Context: an optimization exercise on an open-source flow, tuned for small area, a short achievable clock period and few clock cycles. The choices shown serve that exercise and are no tape-out recipe. No functional check of the RTL was part of any run shown here. No activity file was given, so power comes from the tool's default toggle rates.

==> flow/design.v <==
`timescale 1ns/1ps
`default_nettype none
module lc4_add16 (
  input  wire [15:0] i_a,
  input  wire [15:0] i_b,
  input  wire        i_cin,
  output wire [15:0] o_sum
);
  wire [15:0] p = i_a ^ i_b;
  wire [15:0] g0 = i_a & i_b;
  wire [15:0] gl [0:4];
  wire [15:0] pl [0:4];
  assign gl[0] = {g0[15:1], g0[0] | (p[0] & i_cin)};
  assign pl[0] = p;
  genvar k, i;
  generate
    for (k = 0; k < 4; k = k + 1) begin : lvl
      for (i = 0; i < 16; i = i + 1) begin : bit_
        if (i >= (1 << k)) begin : comb
          assign gl[k+1][i] = gl[k][i] | (pl[k][i] & gl[k][i-(1<<k)]);
          assign pl[k+1][i] = pl[k][i] & pl[k][i-(1<<k)];
        end else begin : pass
          assign gl[k+1][i] = gl[k][i];
          assign pl[k+1][i] = pl[k][i];
        end
      end
    end
  endgenerate
  assign o_sum = p ^ {gl[4][14:0], i_cin};
endmodule
`default_nettype wire
`timescale 1ns/1ps
`default_nettype none
module lc4_core (
  input  wire        gwe,
  input  wire        i_rst_n,
  input  wire [15:0] i_imem_data,
  output wire [15:0] o_imem_addr,
  output wire        o_retire_valid,
  output wire [15:0] o_retire_pc,
  output wire [15:0] o_retire_insn,
  output wire        o_retire_regfile_we,
  output wire [2:0]  o_retire_wsel,
  output wire [15:0] o_retire_result,
  output wire        o_retire_nzp_we,
  output wire [2:0]  o_retire_nzp
);
  localparam [15:0] rst_pc = 16'h8200;
  reg  [15:0] regs [0:7];
  reg  [15:0] seq_q;
  reg  [15:0] tgt_q;
  reg         taken_q;
  reg         x_valid;
  reg  [15:0] x_insn;
  reg  [15:0] x_a;        
  reg  [15:0] x_b;        
  reg         x_sub;
  reg         r_valid;
  reg  [15:0] r_pc;
  reg  [15:0] r_insn;
  reg  [15:0] r_result;
  reg  [2:0]  nzp_q;      
  function automatic writes_f(input [15:0] w);
    writes_f = w[15:12] == 4'b1001 || w[15:12] == 4'b0101 ||
               (w[15:12] == 4'b0001 && (w[5] || !w[3]));
  endfunction
  function automatic [2:0] nzp_f(input [15:0] v);
    nzp_f = v[15] ? 3'b100 : (v == 16'd0) ? 3'b010 : 3'b001;
  endfunction
  wire       r_writes = r_valid && writes_f(r_insn);
  wire [2:0] r_nzp    = nzp_f(r_result);
  wire [2:0] nzp_r    = r_writes ? r_nzp : nzp_q;   
  wire        x_writes = writes_f(x_insn);
  wire        x_logic  = x_insn[15:12] == 4'b0101;
  wire        x_const  = x_insn[15:12] == 4'b1001;
  wire [1:0]  x_lop    = x_insn[5] ? 2'b00 : x_insn[4:3];   
  wire [2:0]  x_cnzp   = nzp_f(x_b);                        
  wire [15:0] a = x_a;
  wire [15:0] b = x_b;
  wire [15:0] sum;
  lc4_add16 u_add (.i_a(a), .i_b(b), .i_cin(x_sub), .o_sum(sum));
  reg  [15:0] logic_v;
  reg         z_logic;
  reg         n_logic;
  always @(*) begin
    case (x_lop)
      2'b00:   begin logic_v = a & b; z_logic = ~|(a & b);   n_logic = a[15] & b[15]; end
      2'b01:   begin logic_v = ~a;    z_logic = &a;          n_logic = ~a[15];        end
      2'b10:   begin logic_v = a | b; z_logic = ~|(a | b);   n_logic = a[15] | b[15]; end
      default: begin logic_v = a ^ b; z_logic = a == b;      n_logic = a[15] ^ b[15]; end
    endcase
  end
  wire [15:0] result = x_const ? x_b : x_logic ? logic_v : sum;
  wire [15:0] p     = a ^ b;
  wire [15:0] o     = a | b;
  wire        z_add = &(p ~^ {o[14:0], x_sub});
  wire [15:0] fa   = taken_q ? tgt_q : seq_q;
  wire [15:0] insn = i_imem_data;
  wire [3:0]  op   = insn[15:12];
  wire [2:0]  m    = insn[11:9];    
  wire [15:0] imm5 = {{11{insn[4]}}, insn[4:0]};
  wire [15:0] imm9 = {{7{insn[8]}}, insn[8:0]};
  wire [2:0]  r_rd = r_insn[11:9];
  wire [2:0]  x_rd = x_insn[11:9];
  wire        x_wr = x_valid && x_writes;
  wire [15:0] rs_v = regs[insn[8:6]];
  wire [15:0] rt_v = regs[insn[2:0]];
  wire        f_sub   = op == 4'b0001 && !insn[5] && insn[4:3] == 2'b10;
  wire        f_const = op == 4'b1001;
  wire        byp_a   = x_wr && x_rd == insn[8:6];
  wire        byp_b   = x_wr && x_rd == insn[2:0] && !insn[5] && !f_const;
  wire [15:0] a_next  = byp_a ? result : rs_v;
  wire [15:0] b_next  = byp_b ? result : f_const ? imm9 : insn[5] ? imm5 : rt_v;
  wire hit_add   = sum[15] ? m[2] : z_add ? m[1] : m[0];
  wire hit_logic = n_logic ? m[2] : z_logic ? m[1] : m[0];
  wire hit_const = |(m & x_cnzp);
  wire hit_r     = |(m & nzp_r);
  wire hit_x     = x_const ? hit_const : x_logic ? hit_logic : hit_add;
  wire f_taken   = op == 4'b0000 && (x_wr ? hit_x : hit_r);
  wire [9:0]  tgt_lo = {1'b0, fa[8:0]} + {1'b0, imm9[8:0]} + 10'd1;
  wire [6:0]  hi_up, hi_dn;
  wire [15:0] fa_inc, seq_dec, hi_up16, hi_dn16;
  lc4_add16 u_inc (.i_a(fa),    .i_b(16'd0),    .i_cin(1'b1), .o_sum(fa_inc));
  lc4_add16 u_dec (.i_a(seq_q), .i_b(16'hffff), .i_cin(1'b0), .o_sum(seq_dec));
  lc4_add16 u_up  (.i_a({9'd0, fa[15:9]}), .i_b(16'd0),    .i_cin(1'b1), .o_sum(hi_up16));
  lc4_add16 u_dn  (.i_a({9'd0, fa[15:9]}), .i_b(16'hffff), .i_cin(1'b0), .o_sum(hi_dn16));
  assign hi_up = hi_up16[6:0];
  assign hi_dn = hi_dn16[6:0];
  wire [6:0]  tgt_hi = (tgt_lo[9] == insn[8]) ? fa[15:9] : tgt_lo[9] ? hi_up : hi_dn;
  assign o_imem_addr = fa;
  wire [15:0] wd = i_rst_n ? result : 16'd0;   
  integer i;
  always @(posedge gwe) begin
    for (i = 0; i < 8; i = i + 1)
      if (!i_rst_n || (x_wr && x_rd == i)) regs[i] <= wd;
  end
  always @(posedge gwe) begin
    if (!i_rst_n) begin
      seq_q   <= rst_pc;
      taken_q <= 1'b0;
      x_valid <= 1'b0;
      r_valid <= 1'b0;
      nzp_q   <= 3'b000;
    end else begin
      seq_q   <= fa_inc;
      taken_q <= f_taken;
      x_valid <= 1'b1;
      r_valid <= x_valid;
      nzp_q   <= nzp_r;
    end
  end
  always @(posedge gwe) begin
    tgt_q    <= {tgt_hi, tgt_lo[8:0]};
    x_insn   <= insn;
    x_a      <= a_next;
    x_b      <= b_next ^ {16{f_sub}};
    x_sub    <= f_sub;
    r_pc     <= seq_dec;   
    r_insn   <= x_insn;
    r_result <= result;
  end
  assign o_retire_valid      = r_valid;
  assign o_retire_pc         = r_pc;
  assign o_retire_insn       = r_insn;
  assign o_retire_regfile_we = writes_f(r_insn);
  assign o_retire_wsel       = r_insn[11:9];
  assign o_retire_result     = r_result;
  assign o_retire_nzp_we     = writes_f(r_insn);
  assign o_retire_nzp        = r_nzp;
endmodule
`default_nettype wire
==> flow/flow/run.sh <==
#!/bin/bash
# The standard layout, with two changes:
#  - buf_2 is the cell that buffers each input and output port (the default
#    picks a delay cell);
#  - synthesis leaves adders to ABC (no extract_fa / full-adder cell mapping),
#    so carry chains can be restructured for speed. Registers are unchanged.
# Everything else is the standard.sh.
set -euo pipefail
export BUFFER_PORTS_ARGS="-buffer_cell sky130_fd_sc_hd__buf_2"
export ADDER_MAP_FILE=
bash standard.sh > standard.log 2>&1
==> flow/standard.sh <==
#!/bin/bash
# synth_recipe.tcl (not shown) runs the flow's synth.tcl, then flattens the netlist and writes it again
# the make line also repeats each setting of config.mk as NAME=value (left out here)
make -C /OpenROAD-flow-scripts/flow DESIGN_CONFIG=/design/flow/config.mk WORK_HOME=/design/flow/orfs CLKGATE_MAP_FILE= SYNTH_SCRIPT=/design/flow/synth_recipe.tcl "${@:-finish}"
==> flow/config.mk <==
export PLATFORM = sky130hd
export DESIGN_NAME = lc4_core
export DESIGN_NICKNAME = lc4_core
export VERILOG_FILES = /design/flow/design.v
export SDC_FILE = /design/flow/constraint.sdc
export NUM_CORES = 4
export LEC_CHECK = 0
export CAP_MARGIN = 20
export CORE_MARGIN = 2
export CORE_UTILIZATION = 55
export CTS_BUF_LIST = sky130_fd_sc_hd__clkbuf_8 sky130_fd_sc_hd__clkbuf_16
export CTS_CLUSTER_DIAMETER = 80
export CTS_CLUSTER_SIZE = 24
export SETUP_SLACK_MARGIN = 2.0
export SLEW_MARGIN = 20
export TNS_END_PERCENT = 0
==> flow/constraint.sdc <==
create_clock -name core_clock -period 4.6 [get_ports {gwe}]
set_input_delay 0.9200 -clock core_clock [delete_from_list [all_inputs] [get_ports {gwe}]]
set_output_delay 0.9200 -clock core_clock [all_outputs]
set_load 0.01 [all_outputs]
==> results.toml, run 1 <==
[status]
status = "finished clean"

[synthesis]
ys_types = 95
syn_nets = 1400
synthArstFlopShare_pct = 0
netlist_area_mm2 = 0.0137
ys_seq_elements = 263
syn-mean-instance-area_um2 = 9.89
synthFlopType = "dfxtp_1"
ys_seq_area_share_pct = 47.9
yosysTopAreaCell = "edfxtp_1"
synth_edf_count = 128
synth_top_cell_area_share_pct = 28.1
synth.area.top_cells = "edfxtp_1 (28%), dfxtp_1 (20%), xnor2_1 (5.1%), mux2i_1 (4.3%), nor2_1 (3.5%)"
ys_warn_count = 3
syn_inst = 1382

[floorplanning]
fp.dieH_um = 162
coreArea_mm2 = 0.0244
rows = 57
io_pins = 91
initial_core_util_pct = 56.1
die-area_mm2 = 0.0261
die_w_um = 162

[sta]
setup_viol = 0
hold_viol_final = 0
slew_headroom_pct = 48.7
whs_ps = 337
worst_slack_ps = 1770
period_needed_ps = 2830
clock_skew_ps = 30.9
tns_ps = 0
max_freq_mhz = 353
rsz0062_at_grt = "yes"
fin_crit_sh_pct = 61.6
drv_slew = 0
worstMarginPinSlew_ps = 768

[grt]
overflow = 0
grt_max_degree = 54
grt_antenna_before_repair = 0
grt_pass1_wl_um = 63600
grt_pass1_vias = 10371
grt_usage_pct = 31.6

[detailed_routing]
drc = 0
first_iter_violations = 1273
drt_wl_total_um = 41600
ant_nets = 0
num_vias = 11327
viasPerCell = 6.35
wl_per_cell_um = 23.3
dr.pass1.iters = 5

[worst_setup_path]
crit_chain = "xnor2_4 -> or3_4 -> o211ai_4 -> o2111ai_4 -> buf_4 -> buf_4 -> a21oi_1 -> o21ai_1 -> a211o_4 -> and2_4"
crit_path_max_fanout = 8
rrSetupSlack_ps = 1770
cpMostUsedCell = "buf_4"
crit_arrival_ps = 3090
crit_type = "reg -> reg"
required_ps = 4850
timing.rr.start = "x_a[4]"
r2r-end = "regs[5][12]"
max_stage_delay_ps = 430
r2r_cells = 10
cp_slowest_cell = "or3_4"
cp-start-kind = "flop"
cp-end-kind = "flop"

[clock_tree]
cts_sinks = 263
root_buffer = "clkbuf_16"
cts_tree = "yes"
cts_buffer_depth = 3
path_clk_slew_ps = 100
cts_hold_buf = 0
clkLatencyLatePin_ps = 520
cts_max_level = 1
cts_made_buffers = 16

[pwr]
p_total_mw = 6.65
peakVddDrop_mv = 0.439
p_leak_nw = 5.94
power.density_mw_per_mm2 = 428

[min_path]
hold_path_depth = 0
hold_path_end = "r_insn[1]"
hold_start = "x_insn[1]"
hp-class = "reg -> reg"

[final_layout]
final_util_pct = 63.7
area_delta_synth_final_pct = 13.6
drive_gt1_share_pct = 21.8
fin_area_mm2 = 0.0155
finalNonFillerCells = 1784
final_nets = 1468

[place]
place_ws_ps = 818
postPlaceCellArea_mm2 = 0.0144
io_buffer_count = 90
dp_cells = 1729
dp_hpwl_um = 28500
gp_congestion = 0.963

[flow_run]
cap_violations = 0
## final cells by class
| type | count | area (µm²) |
|---|---|---|
| multi-input combinational | 962 | 6850 |
| timing repair buffer | 154 | 957 |
| tap | 324 | 405 |
| fill | 2066 | 8860 |
| sequential | 263 | 6600 |
| antenna | 1 | 2.50 |
| clock inverter | 10 | 86.3 |
| inverter | 53 | 203 |
| clock buffer | 17 | 425 |
## Yosys cell counts, types with 9 or more instances
cell type	instances
o21ai_1	11
mux2i_1	59
o221ai_1	15
xor2_1	11
nand2_1	79
buf_1	13
a22o_1	9
mux4_2	12
mux2_2	16
o211ai_1	22
edfxtp_1	128
or3_1	9
and3_1	11
a221oi_1	20
a31oi_1	13
nor4_1	18
o22ai_1	16
and2_1	12
nand2b_1	24
nor2_1	129
o31ai_1	9
dfxtp_1	135
nand4_1	18
nor3_1	37
xnor2_1	79
inv_1	47
o21ai_0	78
nor2b_1	13
a21oi_1	77
clkbuf_1	72
nand3_1	30
## power breakdown
group | internal, mW | switching, mW
clock | 0.698 | 0.821
sequential | 2.89 | 0.335
combinational | 0.772 | 1.14
## registers in the layout, summed over array words and instances (netlist names)
register	count
seq_q	16
r_valid	1
x_sub	1
r_pc	16
r_result	16
tgt_q	16
x_b	16
r_insn	16
x_insn	16
x_a	16
nzp_q	3
regs	128
x_valid	1
taken_q	1
## worst max-delay path by stage
stage                               from           to
after floorplan                x_insn[5]   regs[1][0]
after global placement    i_imem_data[0]       x_b[7]
after detailed placement  i_imem_data[0]       x_b[7]
after CTS                       seq_q[1]     r_pc[15]
after global routing              x_a[4]  regs[2][14]
final                             x_a[4]  regs[5][12]
## what timing repair did
| item | CTS | global route |
|---|---|---|
| gates cloned | 1 | 0 |
| resized for setup | 82 | 27 |
| buffers inserted | 11 | 15 |
| endpoints found under the setup margin | 252 | 190 |
| pin swaps | 11 | 12 |
| endpoints found under the hold margin | 0 | 0 |
## critical path: cells and delay by family, from the launching register on
kind | cells | cell delay [ps]
AOI/OAI and AO/OA | 5 | 1050
and+or+nand+nor | 2 | 640
DFF | 1 | 400
buffers and inverters | 2 | 330
xor gates and xnor gates | 1 | 150
## per-layer routing
layer	share of wire, %	GRT usage [%]	vias up
li1	-	-	5254
met1	42	44.0	5462
met2	45	49.8	500
met3	7.8	5.01	111
met4	4.4	12.8	0
met5	0	0	-
## cells by family after synthesis
kind of cell,count (synthesis),synth area share (%)
adder cells (fa/ha/maj),8,0.604
flip-flops,263,47.9
buffers and inverters,158,5.02
AO/OA/AOI/OAI,361,18.0
XOR/XNOR,90,5.77
AND/OR/NAND/NOR,415,15.1
multiplexers,87,7.61
## cells in the final DEF, fill, tap and decap left out, types with 11 or more instances in the layout
master / n
xor2_1: 11
dfxtp_1: 114
mux2_2: 16
buf_4: 58
o21ai_1: 11
xnor2_1: 75
a21oi_1: 73
dfxtp_2: 12
nand2_1: 79
mux4_2: 12
and2_1: 11
o211ai_1: 22
nor2_1: 119
and3_1: 11
inv_1: 52
nor4_1: 16
edfxtp_1: 128
o21ai_0: 72
nor2b_1: 12
nand2b_1: 22
nand3_1: 30
clkbuf_16: 17
buf_2: 90
o22ai_1: 16
o221ai_1: 14
mux2i_1: 55
nor3_1: 34
a221oi_1: 20
a31oi_1: 11
nand4_1: 18
==> inputs of run 2 (changes only) <==
==> flow/flow/run.sh (replaced) <==
#!/bin/bash
# The standard layout, with buf_2 as the cell that buffers each input and output
# port (the default picks a delay cell). Everything else is the standard.sh.
set -euo pipefail
export BUFFER_PORTS_ARGS="-buffer_cell sky130_fd_sc_hd__buf_2"
bash standard.sh > standard.log 2>&1
--- a/flow/config.mk
+++ b/flow/config.mk
@@ -13,4 +13,4 @@
 export CTS_CLUSTER_SIZE = 24
 export SETUP_SLACK_MARGIN = 2.0
 export SLEW_MARGIN = 20
-export TNS_END_PERCENT = 0
+export TNS_END_PERCENT = 5
==> run 2 against run 1 <==
  * Still clean on timing, DRC and antenna
  * Setup slack gained 93 ps
  * Design area increased by 3.8%
  * First-iteration DRC count shrank 5.8%
  * Highest routed layer is now met5
  * Synthesized area rose by 2.2%
  * Largest power group unchanged
==> results.toml, run 2 <==
[clock_tree]
clkLatencyLatePin_ps = 520
path_clk_slew_ps = 90
cts_max_level = 1
cts_buffer_depth = 3
root_buffer = "clkbuf_16"
cts_tree = "yes"
cts_sinks = 263
cts_made_buffers = 16

[status]
status = "finished clean"

[sta]
tns_ps = 0
clock_skew_ps = 34.5
worst_slack_ps = 1860
setup_viol = 0
slew_headroom_pct = 50.7
hold_viol_final = 0
max_freq_mhz = 365
drv_slew = 0
fin_crit_sh_pct = 59.6
period_needed_ps = 2740
rsz0062_at_grt = "yes"
worstMarginPinSlew_ps = 734

[detailed_routing]
drc = 0
viasPerCell = 6.38
drt_wl_total_um = 42700
first_iter_violations = 1199
wl_per_cell_um = 24.1
ant_nets = 0
dr.pass1.iters = 5
num_vias = 11298

[final_layout]
drive_gt1_share_pct = 23.7
seq_area_mm2 = 0.00659
multi_input_area_mm2 = 0.00738
mostFrequentLayoutCell = "edfxtp_1"
largest_reg_flops = 128
final_cell_mix = "edfxtp_1 (128), dfxtp_1 (117), buf_2 (88)"
top_register = "regs"
diodes = 0
area_delta_synth_final_pct = 15.3
final_nets = 1497
fillCellCount = 2041

[place]
gp_congestion = 0.974
io_buffer_count = 90
place_ws_ps = 911
dp_hpwl_um = 29700

[worst_setup_path]
endpoint = "regs[3][10]"
timing.rr.start = "x_b[0]"
cp-end-kind = "flop"
critPathLaunch = "x_b[0]"
r2r_cells = 10
cp-start-kind = "flop"
r2r-end = "regs[3][10]"
required_ps = 4860
rrSetupSlack_ps = 1860
crit_path_max_fanout = 8
crit_arrival_ps = 3000
crit_type = "reg -> reg"

[synthesis]
ys_warn_count = 3
syn_inst = 1356
netlist_area_mm2 = 0.0140
synth_top_cell_area_share_pct = 27.5
yosysTopAreaCell = "edfxtp_1"
synthFlopType = "dfxtp_1"
synth_edf_count = 128
synth.most_common_cell = "dfxtp_1"
ys_seq_elements = 263
ys_top_cells_by_count = "dfxtp_1 (135), edfxtp_1 (128), nor2_1 (90)"
synth.area.top_cells = "edfxtp_1 (28%), dfxtp_1 (19%), ha_1 (4.0%), xnor2_1 (3.5%), mux4_2 (3.2%)"
ys_seq_area_share_pct = 46.8
syn_nets = 1422
ys_types = 91
synthArstFlopShare_pct = 0
syn-mean-instance-area_um2 = 10.3

[pwr]
p_total_mw = 7.11
p_leak_nw = 6.19
power.density_mw_per_mm2 = 441
peakVddDrop_mv = 0.367

[floorplanning]
fp.dieH_um = 163
die-area_mm2 = 0.0267
initial_core_util_pct = 55.8
rows = 58
coreArea_mm2 = 0.0250
io_pins = 91
die_w_um = 163

[grt]
overflow = 0
grt_usage_pct = 31.7
grt_pass1_vias = 10524
grt_pass1_wl_um = 64300
grt_max_degree = 38
grt_antenna_before_repair = 1

[min_path]
hp-class = "reg -> reg"

[flow_run]
cap_violations = 0
-- run 2: cell count changes after synthesis, sizes merged, moves of 10 or more --
| cell | previous run | this run |
|---|---|---|
| ha | 0 | 45 |
| nor2 | 129 | 91 |
| clkbuf | 77 | 40 |
| buf | 27 | 53 |
| o21ai | 92 | 66 |
| xnor2 | 79 | 56 |
| inv | 51 | 73 |
| mux2i | 59 | 43 |
| a22oi | 7 | 21 |
| nor4 | 18 | 29 |
| a21oi | 77 | 67 |
| and2 | 13 | 23 |
| nor3 | 39 | 29 |
-- run 2: worst min path at each step --
stage                    from        end  slack [ps]  cells after the start
CTS                 x_insn[1]  r_insn[1]         340                      0
global placement    x_insn[7]  r_insn[7]         310                      0
floorplan           x_insn[0]  r_insn[0]         310                      0
finish              x_insn[1]  r_insn[1]         340                      0
detailed placement  x_insn[0]  r_insn[0]         320                      0
global route        x_insn[1]  r_insn[1]         350                      0
-- run 2: final cells by class --
class	count	share of cell area, %
multi-input cells	925	45.8
flip-flops and latches	263	40.9
repair buffers	150	5.74
clock buffers	18	2.72
well taps	330	2.56
inverters	75	1.77
clock inverters	10	0.536
-- run 2: critical path: stages (launching register included) --
cell	delay, ps
dfxtp_4	360
fa_2	390
inv_1	90
fa_2	200
nor2b_2	60
o31a_1	310
o21a_1	240
a311oi_2	310
o211ai_1	150
buf_4	190
and3_4	220
-- run 2: report_power, final --
part	leakage, nW	switching [mW]	internal (mW)
clock network	0.276	0.820	0.714
registers	2.43	0.310	2.96
logic	3.48	1.34	0.965
total	6.19	2.47	4.64
-- run 2: layer usage --
layer / routed length (µm) / track usage (%)
met1: 18600 / 45.7
met4: 1230 / 9.01
met2: 19000 / 48.6
met5: 10 / 0
met3: 3930 / 6.32
-- run 2: logic make-up after synthesis --
kind of cell	synth area share, %
simple gates	15.1
fa+ha+maj	4.46
compound gates	16.6
flops	46.8
buf+inv	5.20
xor+xnor	4.64
mux	7.19
-- run 2: repair_timing --
item	in CTS	in global routing
setup endpoints to repair	173	159
hold buffers	0	0
pin swaps	17	15
gates cloned	1	0
resized for setup	110	48
buffers inserted	20	7
-- run 2: through the flow --
| step | instance area, µm² | util, % | hold WS (ps) | std cells |
|---|---|---|---|---|
| after floorplan | 14000 | - | 310 | 1356 |
| after detailed placement | 14700 | 58.7 | 316 | 1715 |
| after global routing | 16100 | 64.4 | 349 | 1771 |
| final | 16100 | 64.4 | 341 | 1771 |
| after CTS | 15900 | 63.3 | 344 | 1764 |
| after global placement | 14700 | 58.7 | 310 | 1715 |
==> inputs of run 3 (changes only) <==
--- a/flow/config.mk
+++ b/flow/config.mk
@@ -7,7 +7,7 @@
 export LEC_CHECK = 0
 export CAP_MARGIN = 20
 export CORE_MARGIN = 2
-export CORE_UTILIZATION = 55
+export CORE_UTILIZATION = 65
 export CTS_BUF_LIST = sky130_fd_sc_hd__clkbuf_8 sky130_fd_sc_hd__clkbuf_16
 export CTS_CLUSTER_DIAMETER = 80
 export CTS_CLUSTER_SIZE = 24
==> run 3 against run 2 <==
  * Still clean on timing, DRC and antenna
  * Sequential share of layout area up 0.50 points
  * Synthesized cell count unchanged
  * Worst hold slack worse by 13 ps
  * Critical path type unchanged
==> results.toml, run 3 <==
[sta]
drv_slew = 0
setup_viol = 0
max_freq_mhz = 364
clock_skew_ps = 31.5
tns_ps = 0
whs_ps = 329
period_needed_ps = 2750
hold_viol_final = 0
fin_crit_sh_pct = 59.7
rsz0062_at_grt = "yes"
slew_headroom_pct = 43.9
worstMarginPinSlew_ps = 839

[synthesis]
ys_seq_elements = 263
ys_types = 91
synth_edf_count = 128
synth_top_cell_area_share_pct = 27.5
ys_seq_area_share_pct = 46.8
syn_nets = 1422
yosysTopAreaCell = "edfxtp_1"
syn-mean-instance-area_um2 = 10.3
synthArstFlopShare_pct = 0
synth.area.top_cells = "edfxtp_1 (28%), dfxtp_1 (19%), ha_1 (4.0%), xnor2_1 (3.5%), mux4_2 (3.2%)"
ys_warn_count = 3
netlist_area_mm2 = 0.0140
ys_top_cells_by_count = "dfxtp_1 (135), edfxtp_1 (128), nor2_1 (90)"
synth.most_common_cell = "dfxtp_1"
synthFlopType = "dfxtp_1"
syn_inst = 1356

[clock_tree]
cts_buffer_depth = 3
root_buffer = "clkbuf_16"
path_clk_slew_ps = 100
clkLatencyLatePin_ps = 520
cts_tree = "yes"
cts_max_level = 1
cts_sinks = 263
cts_made_buffers = 15

[final_layout]
mostFrequentLayoutCell = "edfxtp_1"
fillCellCount = 1445
final_util_pct = 75.3
top_register = "regs"
diodes = 0
drive_gt1_share_pct = 21.9
final_cell_mix = "edfxtp_1 (128), dfxtp_1 (123), nor2_1 (87)"
area_delta_synth_final_pct = 13.6
final_nets = 1494
largest_reg_flops = 128

[floorplanning]
die_w_um = 151
die-area_mm2 = 0.0227
io_pins = 91
rows = 53
fp.dieH_um = 151
initial_core_util_pct = 66.3
coreArea_mm2 = 0.0211

[pwr]
p_leak_nw = 6.17
peakVddDrop_mv = 0.308
power.density_mw_per_mm2 = 440

[worst_setup_path]
crit_type = "reg -> reg"
required_ps = 4870
cp-start-kind = "flop"
crit_path_max_fanout = 8
rrSetupSlack_ps = 1850
cpMostUsedCell = "fa_2"
crit_arrival_ps = 3020
cp-end-kind = "flop"
crit_chain = "fa_2 -> inv_2 -> fa_2 -> nor2b_2 -> o31a_1 -> o21a_1 -> a311oi_2 -> o211ai_1 -> buf_4 -> and3_4"
max_stage_delay_ps = 390
cp_slowest_cell = "fa_2"

[grt]
grt_pass1_wl_um = 63900
grt_pass1_vias = 10930
grt_usage_pct = 37.1
grt_antenna_before_repair = 1
overflow = 0
grt_max_degree = 36

[detailed_routing]
drt_wl_total_um = 42300
wl_per_cell_um = 24.7
drc = 0
num_vias = 11671
viasPerCell = 6.82
ant_nets = 0
first_iter_violations = 1289
dr.pass1.iters = 8

[flow_run]
cap_violations = 0

[place]
gp_congestion = 1.01
dp_hpwl_um = 28800
io_buffer_count = 90

[min_path]
hp-class = "reg -> reg"

[status]
status = "finished clean"
==> run 3: changes by cell type in the layout (fill, tap and decap cells not counted), moves of 4 or more <==
cell     before  now
dfxtp_1     117  123
dfxtp_4       9    3
ha_1         26   32
ha_4         15    8
inv_1        72   76
mux2i_2       8    4
o21ai_1       6   10
==> run 3: per-layer routing <==
metal / vias to the layer above / global-route usage (%) / wire (µm)
met4: 0 / 17.3 / 2130
met2: 748 / 55.5 / 18700
met5: - / 0 / 0
met3: 165 / 6.55 / 4550
met1: 5593 / 52.8 / 17000
li1: 5165 / - / -
==> run 3: cell families after synthesis <==
| kind of cell | share of synthesized area (%) |
|---|---|
| and+or+nand+nor | 15.1 |
| AOI/OAI and AO/OA | 16.6 |
| DFF | 46.8 |
| buffers and inverters | 5.20 |
| xor gates and xnor gates | 4.64 |
| muxes | 7.19 |
| adders and majority gates | 4.46 |
==> run 3: worst paths after layout <==
| check | end | from | depth (start not counted) |
|---|---|---|---|
| setup reg to reg | regs[5][10] | x_b[0] | 10 |
| setup / recovery | regs[5][10] | x_b[0] | 10 |
| hold reg to reg | r_insn[1] | x_insn[1] | 0 |
| hold / removal | r_insn[1] | x_insn[1] | 0 |
==> run 3: what timing repair did <==
item                                    4_1_cts  5_1_grt
hold buffers                                  0        0
resized for setup                           100       28
pin swaps                                    19       15
buffers inserted                             26        4
endpoints found under the setup margin      186      162
==> run 3: critical path, delay by kind of cell, from the launching register on <==
family                   cells  cell delay, ps
buffers and inverters        2             270
adder cells (fa/ha/maj)      2             610
AO/OA/AOI/OAI                4             980
AND/OR/NAND/NOR              2             280
flip-flops                   1             370
==> run 3: through the flow <==
step	std cells	setup WS, ps	cell area, µm²	total power, mW
finish	1712	1850	15900	6.98
global route	1712	1780	15900	7.24
CTS	1708	1910	15700	6.81
detailed placement	1656	1150	14600	5.17
global placement	1656	1270	14600	5.14
floorplan	1356	1830	14000	4.51
==> run 3: final cells by class <==
| type | instances | area, µm² | share of cell area (%) |
|---|---|---|---|
| Sequential cell | 263 | 6570 | 41.4 |
| Inverter | 75 | 287 | 1.81 |
| Multi-Input combinational cell | 925 | 7280 | 45.9 |
| Timing Repair Buffer | 148 | 928 | 5.85 |
| Tap cell | 275 | 344 | 2.17 |
| Clock buffer | 15 | 375 | 2.37 |
| Clock inverter | 11 | 87.6 | 0.552 |
==> run 3: report_power, final <==
part / leakage, nW / internal (mW) / switching (mW)
clock network: 0.253 / 0.670 / 0.772
registers: 2.43 / 2.95 / 0.323
logic: 3.48 / 0.927 / 1.33
total: 6.17 / 4.55 / 2.43
==> inputs of run 4 (changes only) <==
--- a/flow/config.mk
+++ b/flow/config.mk
@@ -7,10 +7,10 @@
 export LEC_CHECK = 0
 export CAP_MARGIN = 20
 export CORE_MARGIN = 2
-export CORE_UTILIZATION = 65
+export CORE_UTILIZATION = 55
 export CTS_BUF_LIST = sky130_fd_sc_hd__clkbuf_8 sky130_fd_sc_hd__clkbuf_16
 export CTS_CLUSTER_DIAMETER = 80
 export CTS_CLUSTER_SIZE = 24
 export SETUP_SLACK_MARGIN = 2.0
 export SLEW_MARGIN = 20
-export TNS_END_PERCENT = 5
+export TNS_END_PERCENT = 0
==> run 4 against run 3 <==
  * Total power fell by 2.3%
  * Sequential share of layout area rose by 0.60 points
  * Synthesized area did not move
  * Clock-buffer cell count did not move
  * Worst hold slack improved by 4.3 ps
  * Via count fell by 3.8%
  * Clock power barely moved
  * Combinational power fell by 5%
  * First-iteration DRC count fell by 14%
  * Die area rose by 18%
  * Utilization fell by 13 points
==> results.toml, run 4 <==
[sta]
hold_viol_final = 0
worst_slack_ps = 1820
clock_skew_ps = 39.8
rsz0062_at_grt = "yes"
whs_ps = 333
fin_crit_sh_pct = 60.4
period_needed_ps = 2780
tns_ps = 0
setup_viol = 0
slew_headroom_pct = 44.1
max_freq_mhz = 360
worstMarginPinSlew_ps = 837
drv_slew = 0

[pwr]
clockPowerShare_pct = 20.8
p_comb_share_pct = 31.4
p_total_mw = 6.82
p_switching_mw = 2.35
p_seq_share_pct = 47.8
peakVddDrop_mv = 0.401
power.density_mw_per_mm2 = 436
swShare_pct = 34.5
p_leak_nw = 6.06
internal_power_mw = 4.47

[final_layout]
finalNonFillerCells = 1754
mostFrequentLayoutCell = "edfxtp_1"
top_register = "regs"
fillCellCount = 2063
drive_gt1_share_pct = 20.4
diodes = 0
fin_area_mm2 = 0.0156
final_util_pct = 62.5
area_delta_synth_final_pct = 11.9
largest_reg_flops = 128
final_nets = 1482
final_cell_mix = "edfxtp_1 (128), dfxtp_1 (125), buf_2 (88)"

[place]
postPlaceCellArea_mm2 = 0.0147
io_buffer_count = 90
dp_cells = 1714
gp_congestion = 0.960
dp_hpwl_um = 30200
place_ws_ps = 1200

[clock_tree]
cts_sinks = 263
cts_hold_buf = 0
path_clk_slew_ps = 90
cts_made_buffers = 15
cts_tree = "yes"
cts_buffer_depth = 3
cts_max_level = 1
clkLatencyLatePin_ps = 510
root_buffer = "clkbuf_16"

[floorplanning]
fp.dieH_um = 163
io_pins = 91
coreArea_mm2 = 0.0250
die-area_mm2 = 0.0267
rows = 58
die_w_um = 163
initial_core_util_pct = 55.8

[grt]
grt_usage_pct = 31.5
grt_max_degree = 43
grt_pass1_vias = 10592
grt_pass1_wl_um = 63700
overflow = 0
grt_antenna_before_repair = 0

[detailed_routing]
first_iter_violations = 1107
dr.pass1.iters = 5
num_vias = 11224
drt_wl_total_um = 42200
viasPerCell = 6.40
ant_nets = 0
drc = 0
wl_per_cell_um = 24.1

[synthesis]
ys_types = 91
synth_mux_area_share_pct = 7.19
syn_inst = 1356
synth_top_cell_area_share_pct = 27.5
synth_top_family_by_area = "compound AO/OA/AOI/OAI gates"
synthSimpleGateAreaFrac_pct = 15.1
synthFlopType = "dfxtp_1"
synth_compound_area_share_pct = 16.6
yosysTopAreaCell = "edfxtp_1"
syn-mean-instance-area_um2 = 10.3
synthXorXnorAreaFrac_pct = 4.64
ys_seq_elements = 263
synthAdderAreaFrac_pct = 4.46
synth.most_common_cell = "dfxtp_1"
syn_nets = 1422
netlist_area_mm2 = 0.0140
ys_warn_count = 3
ys_top_cells_by_count = "dfxtp_1 (135), edfxtp_1 (128), nor2_1 (90)"
ys_seq_area_share_pct = 46.8
synth.area.top_cells = "edfxtp_1 (28%), dfxtp_1 (19%), ha_1 (4.0%), xnor2_1 (3.5%), mux4_2 (3.2%)"
synthArstFlopShare_pct = 0
synth_edf_count = 128

[worst_setup_path]
cpMostUsedCell = "fa_2"
critPathLaunch = "x_b[0]"
max_stage_delay_ps = 390
crit_arrival_ps = 3090
required_ps = 4910
cp-start-kind = "flop"
cp-end-kind = "flop"
crit_type = "reg -> reg"
crit_chain = "fa_2 -> inv_1 -> fa_2 -> nor2b_2 -> o31a_1 -> o21a_1 -> or3b_1 -> a41o_4 -> nor2_4"
cp_slowest_cell = "fa_2"
crit_path_max_fanout = 8
timing.rr.start = "x_b[0]"

[min_path]
hold_start = "x_insn[1]"
hp-class = "reg -> reg"

[flow_run]
cap_violations = 0

[status]
status = "finished clean"
[run 4: cells by family (layout without fill, tap and decap cells)]
| group | Yosys count | in the layout |
|---|---|---|
| AO/OA/AOI/OAI | 332 | 332 |
| XOR/XNOR | 74 | 74 |
| adder cells (fa/ha/maj) | 48 | 48 |
| buffers and inverters | 168 | 236 |
| flip-flops | 263 | 263 |
| multiplexers | 74 | 74 |
| AND/OR/NAND/NOR | 397 | 397 |
[run 4: metal layers]
metal	routed length, µm	global-route usage, %	vias to the layer above
met5	0	0	-
met4	1410	10.1	0
met3	3220	5.08	93
met2	19000	49.3	480
met1	18600	44.9	5522
li1	-	-	5129
[run 4: worst paths after layout]
path	cells past startpoint	slack, ps	end
worst max-delay path	9	1820	regs[1][8]
worst min-delay path	0	330	r_insn[1]
worst max register to register	9	1820	regs[1][8]
worst min register to register	0	330	r_insn[1]
[run 4: power groups by stage]
stage / Combinational [mW] / Sequential (mW) / Clock, mW
global route: 2.30 / 3.30 / 1.52
floorplan: 1.30 / 3.21 / 0
finish: 2.14 / 3.26 / 1.42
CTS: 2.09 / 3.25 / 1.44
global placement: 1.91 / 3.27 / 0
detailed placement: 1.92 / 3.28 / 0
[run 4: area by class of cell]
class / count / area (µm²) / share of cell area [%]
well taps: 330 / 413 / 2.64
clock buffers: 15 / 375 / 2.40
inverters: 75 / 285 / 1.82
clock inverters: 10 / 72.6 / 0.464
repair buffers: 136 / 830 / 5.31
multi-input cells: 925 / 7090 / 45.4
flip-flops and latches: 263 / 6570 / 42.0
[run 4: timing repair]
item,CTS,global route
endpoints found under the setup margin,196,169
cloned,0,0
setup buffers,15,0
resized for setup,79,12
pin swaps,12,3
[run 4: critical path, delay by kind of cell, from the launching register on]
family,cells,cell delay (ps)
AOI/OAI and AO/OA,3,880
adders and majority gates,2,610
buffers and inverters,1,90
DFF,1,360
and+or+nand+nor,3,670
==> inputs of run 5 (changes only) <==
--- a/flow/design.v
+++ b/flow/design.v
@@ -4,7 +4,8 @@
   input  wire [15:0] i_a,
   input  wire [15:0] i_b,
   input  wire        i_cin,
-  output wire [15:0] o_sum
+  output wire [15:0] o_sum,
+  output wire [15:0] o_carry    
 );
   wire [15:0] p = i_a ^ i_b;
   wire [15:0] g0 = i_a & i_b;
@@ -26,7 +27,8 @@
       end
     end
   endgenerate
-  assign o_sum = p ^ {gl[4][14:0], i_cin};
+  assign o_carry = {gl[4][14:0], i_cin};
+  assign o_sum   = p ^ o_carry;
 endmodule
 `default_nettype wire
 `timescale 1ns/1ps
@@ -77,8 +79,8 @@
   wire [2:0]  x_cnzp   = nzp_f(x_b);                        
   wire [15:0] a = x_a;
   wire [15:0] b = x_b;
-  wire [15:0] sum;
-  lc4_add16 u_add (.i_a(a), .i_b(b), .i_cin(x_sub), .o_sum(sum));
+  wire [15:0] sum, carry;
+  lc4_add16 u_add (.i_a(a), .i_b(b), .i_cin(x_sub), .o_sum(sum), .o_carry(carry));
   reg  [15:0] logic_v;
   reg         z_logic;
   reg         n_logic;
@@ -90,7 +92,9 @@
       default: begin logic_v = a ^ b; z_logic = a == b;      n_logic = a[15] ^ b[15]; end
     endcase
   end
-  wire [15:0] result = x_const ? x_b : x_logic ? logic_v : sum;
+  wire        x_add   = !x_const && !x_logic;
+  wire [15:0] x_oth   = x_const ? x_b : logic_v;    
+  wire [15:0] result  = x_add ? sum : x_oth;
   wire [15:0] p     = a ^ b;
   wire [15:0] o     = a | b;
   wire        z_add = &(p ~^ {o[14:0], x_sub});
@@ -103,14 +107,29 @@
   wire [2:0]  r_rd = r_insn[11:9];
   wire [2:0]  x_rd = x_insn[11:9];
   wire        x_wr = x_valid && x_writes;
-  wire [15:0] rs_v = regs[insn[8:6]];
-  wire [15:0] rt_v = regs[insn[2:0]];
   wire        f_sub   = op == 4'b0001 && !insn[5] && insn[4:3] == 2'b10;
   wire        f_const = op == 4'b1001;
-  wire        byp_a   = x_wr && x_rd == insn[8:6];
-  wire        byp_b   = x_wr && x_rd == insn[2:0] && !insn[5] && !f_const;
-  wire [15:0] a_next  = byp_a ? result : rs_v;
-  wire [15:0] b_next  = byp_b ? result : f_const ? imm9 : insn[5] ? imm5 : rt_v;
+  wire        r_hit_a = r_writes && r_rd == insn[8:6];
+  wire        r_hit_b = r_writes && r_rd == insn[2:0];
+  wire        x_hit_a = x_wr && x_rd == insn[8:6];
+  wire        x_hit_b = x_wr && x_rd == insn[2:0];
+  wire        b_imm   = f_const || insn[5];
+  wire        sa_reg  = !x_hit_a && !r_hit_a;
+  wire        sa_r    = !x_hit_a && r_hit_a;
+  wire        sa_sum  = x_hit_a && x_add;
+  wire        sa_oth  = x_hit_a && !x_add;
+  wire        sb_reg  = !b_imm && !x_hit_b && !r_hit_b;
+  wire        sb_r    = !b_imm && !x_hit_b && r_hit_b;
+  wire        sb_sum  = !b_imm && x_hit_b && x_add;
+  wire        sb_oth  = !b_imm && x_hit_b && !x_add;
+  wire [15:0] fsub16  = {16{f_sub}};
+  wire [15:0] sum_x   = (p ^ fsub16) ^ carry;     
+  wire [15:0] a_next  = ({16{sa_reg}} & regs[insn[8:6]]) | ({16{sa_r}} & r_result) |
+                        ({16{sa_sum}} & sum) | ({16{sa_oth}} & x_oth);
+  wire [15:0] b_next  = ({16{b_imm}} & (f_const ? imm9 : imm5)) |
+                        ({16{sb_reg}} & (regs[insn[2:0]] ^ fsub16)) |
+                        ({16{sb_r}} & (r_result ^ fsub16)) |
+                        ({16{sb_sum}} & sum_x) | ({16{sb_oth}} & (x_oth ^ fsub16));
   wire hit_add   = sum[15] ? m[2] : z_add ? m[1] : m[0];
   wire hit_logic = n_logic ? m[2] : z_logic ? m[1] : m[0];
   wire hit_const = |(m & x_cnzp);
@@ -128,11 +147,11 @@
   assign hi_dn = hi_dn16[6:0];
   wire [6:0]  tgt_hi = (tgt_lo[9] == insn[8]) ? fa[15:9] : tgt_lo[9] ? hi_up : hi_dn;
   assign o_imem_addr = fa;
-  wire [15:0] wd = i_rst_n ? result : 16'd0;   
+  wire [15:0] wd = i_rst_n ? r_result : 16'd0;   
   integer i;
   always @(posedge gwe) begin
     for (i = 0; i < 8; i = i + 1)
-      if (!i_rst_n || (x_wr && x_rd == i)) regs[i] <= wd;
+      if (!i_rst_n || (r_writes && r_rd == i)) regs[i] <= wd;
   end
   always @(posedge gwe) begin
     if (!i_rst_n) begin
@@ -153,7 +172,7 @@
     tgt_q    <= {tgt_hi, tgt_lo[8:0]};
     x_insn   <= insn;
     x_a      <= a_next;
-    x_b      <= b_next ^ {16{f_sub}};
+    x_b      <= b_next;
     x_sub    <= f_sub;
     r_pc     <= seq_dec;   
     r_insn   <= x_insn;
==> flow/run.sh (new file) <==
#!/bin/bash
# synth_recipe.tcl (not shown) runs the flow's synth.tcl, then flattens the netlist and writes it again
# the make line also repeats each setting of config.mk as NAME=value (left out here)
make -C /OpenROAD-flow-scripts/flow DESIGN_CONFIG=/design/flow/config.mk WORK_HOME=/design/flow/orfs CLKGATE_MAP_FILE= SYNTH_SCRIPT=/design/flow/synth_recipe.tcl finish
==> flow/config.mk (replaced) <==
export PLATFORM = sky130hd
export DESIGN_NAME = lc4_core
export DESIGN_NICKNAME = lc4_core
export VERILOG_FILES = /design/flow/design.v
export SDC_FILE = /design/flow/constraint.sdc
export NUM_CORES = 4
export LEC_CHECK = 0
export CAP_MARGIN = 20
export CORE_MARGIN = 2
export CORE_UTILIZATION = 40
export CTS_BUF_LIST = sky130_fd_sc_hd__clkbuf_4 sky130_fd_sc_hd__clkbuf_8
export SETUP_SLACK_MARGIN = 2.0
export SLEW_MARGIN = 20
removed: flow/flow/run.sh
removed: flow/standard.sh
==> run 5 against run 4 <==
  * Still clean
  * Combinational power is about 20% higher
  * Critical path depth decreased by 5
  * Flip-flop and latch count unchanged
  * Critical path type is now reg -> out
==> results.toml, run 5 <==
[status]
status = "finished clean"

[clock_tree]
cts_sinks = 263
path_clk_slew_ps = 60
cts_max_level = 2
clkLatencyLatePin_ps = 590
root_buffer = "clkbuf_8"
cts_tree = "yes"
cts_made_buffers = 45
cts_buffer_depth = 3

[sta]
slew_headroom_pct = 47.1
tns_ps = 0
worstMarginPinSlew_ps = 787
period_needed_ps = 2760
setup_viol = 0
rsz0062_at_grt = "yes"
clock_skew_ps = 33.4
hold_viol_final = 0
max_freq_mhz = 362
drv_slew = 0
fin_crit_sh_pct = 60.1

[synthesis]
synth_top_cell_area_share_pct = 26.2
synthFlopType = "dfxtp_1"
ys_top_cells_by_count = "dfxtp_1 (135), edfxtp_1 (128), nor2_1 (98)"
yosysTopAreaCell = "edfxtp_1"
ys_types = 84
synth.most_common_cell = "dfxtp_1"
netlist_area_mm2 = 0.0146
ys_warn_count = 3
ys_seq_area_share_pct = 44.7
syn_nets = 1488
syn-mean-instance-area_um2 = 10.3
ys_seq_elements = 263
synth.area.top_cells = "edfxtp_1 (26%), dfxtp_1 (18%), mux4_2 (4.8%), ha_1 (3.8%), mux2i_1 (3.6%)"
synthArstFlopShare_pct = 0
syn_inst = 1422
synth_edf_count = 128

[worst_setup_path]
crit_arrival_ps = 1840
crit_type = "reg -> out"
cp_slowest_cell = "or4b_4"
cp-end-kind = "primary output"
cp-start-kind = "flop"
required_ps = 3680
crit_path_max_fanout = 3
timing.rr.start = "x_sub"
rrSetupSlack_ps = 1880
worst-path-buf-inv = 2
r2r_cells = 11
cpMostUsedCell = "buf_6"
crit_family = "simple AND/OR/NAND/NOR gates"
crit_chain = "or4b_4 -> and3_4 -> buf_6 -> buf_6"
max_stage_delay_ps = 530
r2r-end = "x_b[11]"
critPathLaunch = "r_insn[15]"

[min_path]
hold_start = "x_insn[8]"
hold_path_end = "r_insn[8]"
hp-class = "reg -> reg"
hold_path_depth = 0

[detailed_routing]
viasPerCell = 5.81
dr.pass1.iters = 6
drc = 0
first_iter_violations = 1204
drt_wl_total_um = 48400
wl_per_cell_um = 23.3
ant_nets = 0
num_vias = 12076

[flow_run]
cap_violations = 0

[place]
gp_congestion = 0.923
dp_hpwl_um = 32600
io_buffer_count = 90

[final_layout]
top_register = "regs"
final_util_pct = 50.9
drive_gt1_share_pct = 27.1
final_nets = 1641
fillCellCount = 3245
mostFrequentLayoutCell = "edfxtp_1"
largest_reg_flops = 128
final_cell_mix = "edfxtp_1 (128), dfxtp_1 (99), nor2_1 (94)"
area_delta_synth_final_pct = 26.2

[floorplanning]
rows = 70
io_pins = 91
initial_core_util_pct = 40.3
fp.dieH_um = 195
die_w_um = 195
die-area_mm2 = 0.0382
coreArea_mm2 = 0.0363

[grt]
overflow = 0
grt_max_degree = 51
grt_pass1_vias = 11948
grt_pass1_wl_um = 72900
grt_antenna_before_repair = 2
grt_usage_pct = 24.9

[pwr]
p_leak_nw = 7.19
peakVddDrop_mv = 0.364
power.density_mw_per_mm2 = 441
-- run 5: cell types whose count changed after synthesis, sizes merged, moves of 12 or more --
cell / before / now
a21oi: 67 / 82
nand2: 79 / 95
nand3: 36 / 24
o21ai: 66 / 51
xnor2: 56 / 40
xor2: 18 / 40
-- run 5: worst max path at each step --
stage / slack, ps / to / cells past startpoint
2_1_floorplan: 1780 / tgt_q[14] / 11
3_3_place_gp: 780 / tgt_q[14] / 10
3_5_place_dp: 730 / tgt_q[14] / 10
4_1_cts: 1790 / o_retire_regfile_we / 4
5_1_grt: 1780 / o_retire_regfile_we / 4
6_report: 1840 / o_retire_regfile_we / 4
-- run 5: power by group --
part	switching (mW)	total, mW	leakage [nW]	internal [mW]
Clock	1.01	2.22	0.495	1.21
Sequential	0.408	3.37	2.44	2.96
Combinational	1.42	2.57	4.26	1.15
Total	2.84	8.16	7.19	5.32
-- run 5: what timing repair did --
action | 4_1_cts | 5_1_grt
resized for setup | 246 | 91
hold buffers | 0 | 0
endpoints found under the setup margin | 90 | 55
pin swaps | 40 | 40
setup buffers | 57 | 22
-- run 5: final cells by class --
class                           instances  area (µm²)  area share (%)
Clock inverter                         23         171           0.927
Clock buffer                           59         768            4.16
Inverter                               74         293            1.58
Antenna cell                            1        2.50          0.0135
Sequential cell                       263        6620            35.8
Timing Repair Buffer                  197        1810            9.80
Multi-Input combinational cell        994        8230            44.5
Tap cell                              468         586            3.17
-- run 5: metrics by stage --
step / instance area, µm² / power [mW] / std cells / setup slack (ps) / hold WS, ps
after detailed placement: 16000 / 5.43 / 1917 / 726 / 318
after CTS: 17900 / 7.97 / 2056 / 1790 / 328
after global routing: 18500 / 8.50 / 2079 / 1780 / 335
after floorplan: 14800 / 4.55 / 1422 / 1780 / 310
after global placement: 16000 / 5.42 / 1917 / 778 / 311
final: 18500 / 8.16 / 2079 / 1840 / 328
-- run 5: per-layer routing --
metal	up-vias	share of wire [%]	wire [µm]	GRT usage [%]
li1	5575	-	-	-
met2	441	47	22800	40.8
met1	5925	43	20700	33.2
met4	0	4.0	1950	9.73
met5	-	0	0	0
met3	135	6.0	2890	3.71
-- run 5: cells by family (layout without fill, tap and decap cells) --
kind of cell | after synthesis | in the layout | synth area share (%)
and+or+nand+nor | 440 | 440 | 16.3
AOI/OAI and AO/OA | 320 | 320 | 15.0
buffers and inverters | 165 | 353 | 4.88
adders and majority gates | 48 | 48 | 4.25
muxes | 106 | 106 | 10.1
other | 0 | 1 | 0
DFF | 263 | 263 | 44.7
xor gates and xnor gates | 80 | 80 | 4.78

[port drivers added, routing unchanged]
How much do the figures lean on ideal ports? The routed layouts below were timed once more, with nothing changed but the port constraints.
Step 1, drivers: a clkbuf_16 drives gwe and a buf_2 each remaining input, both assumed.
Step 2, shift: input delay + t, output delay - t, t = (earliest + latest rising clock arrival at the registers) / 2. This alone moves slack from input paths to output paths.
Three values: no drivers, after step 1, after step 2; two values: the first two.
run	shift t [ns]	setup slack, ns	clock arrival spread, ns	worst data-port slew with drivers (ns)
run 1	0.551	1.767 / 1.767 / 1.317	0.031 / 0.031	0.05
run 2	0.550	1.860 / 1.821 / 1.406	0.035 / 0.035	0.05
run 3	0.552	1.853 / 1.814 / 1.365	0.032 / 0.032	0.05
run 4	0.543	1.822 / 1.822 / 1.334	0.040 / 0.039	0.04
run 5	0.629	1.837 / 1.785 / 1.447	0.034 / 0.033	0.06
After both steps setup and hold are still met in every run listed.
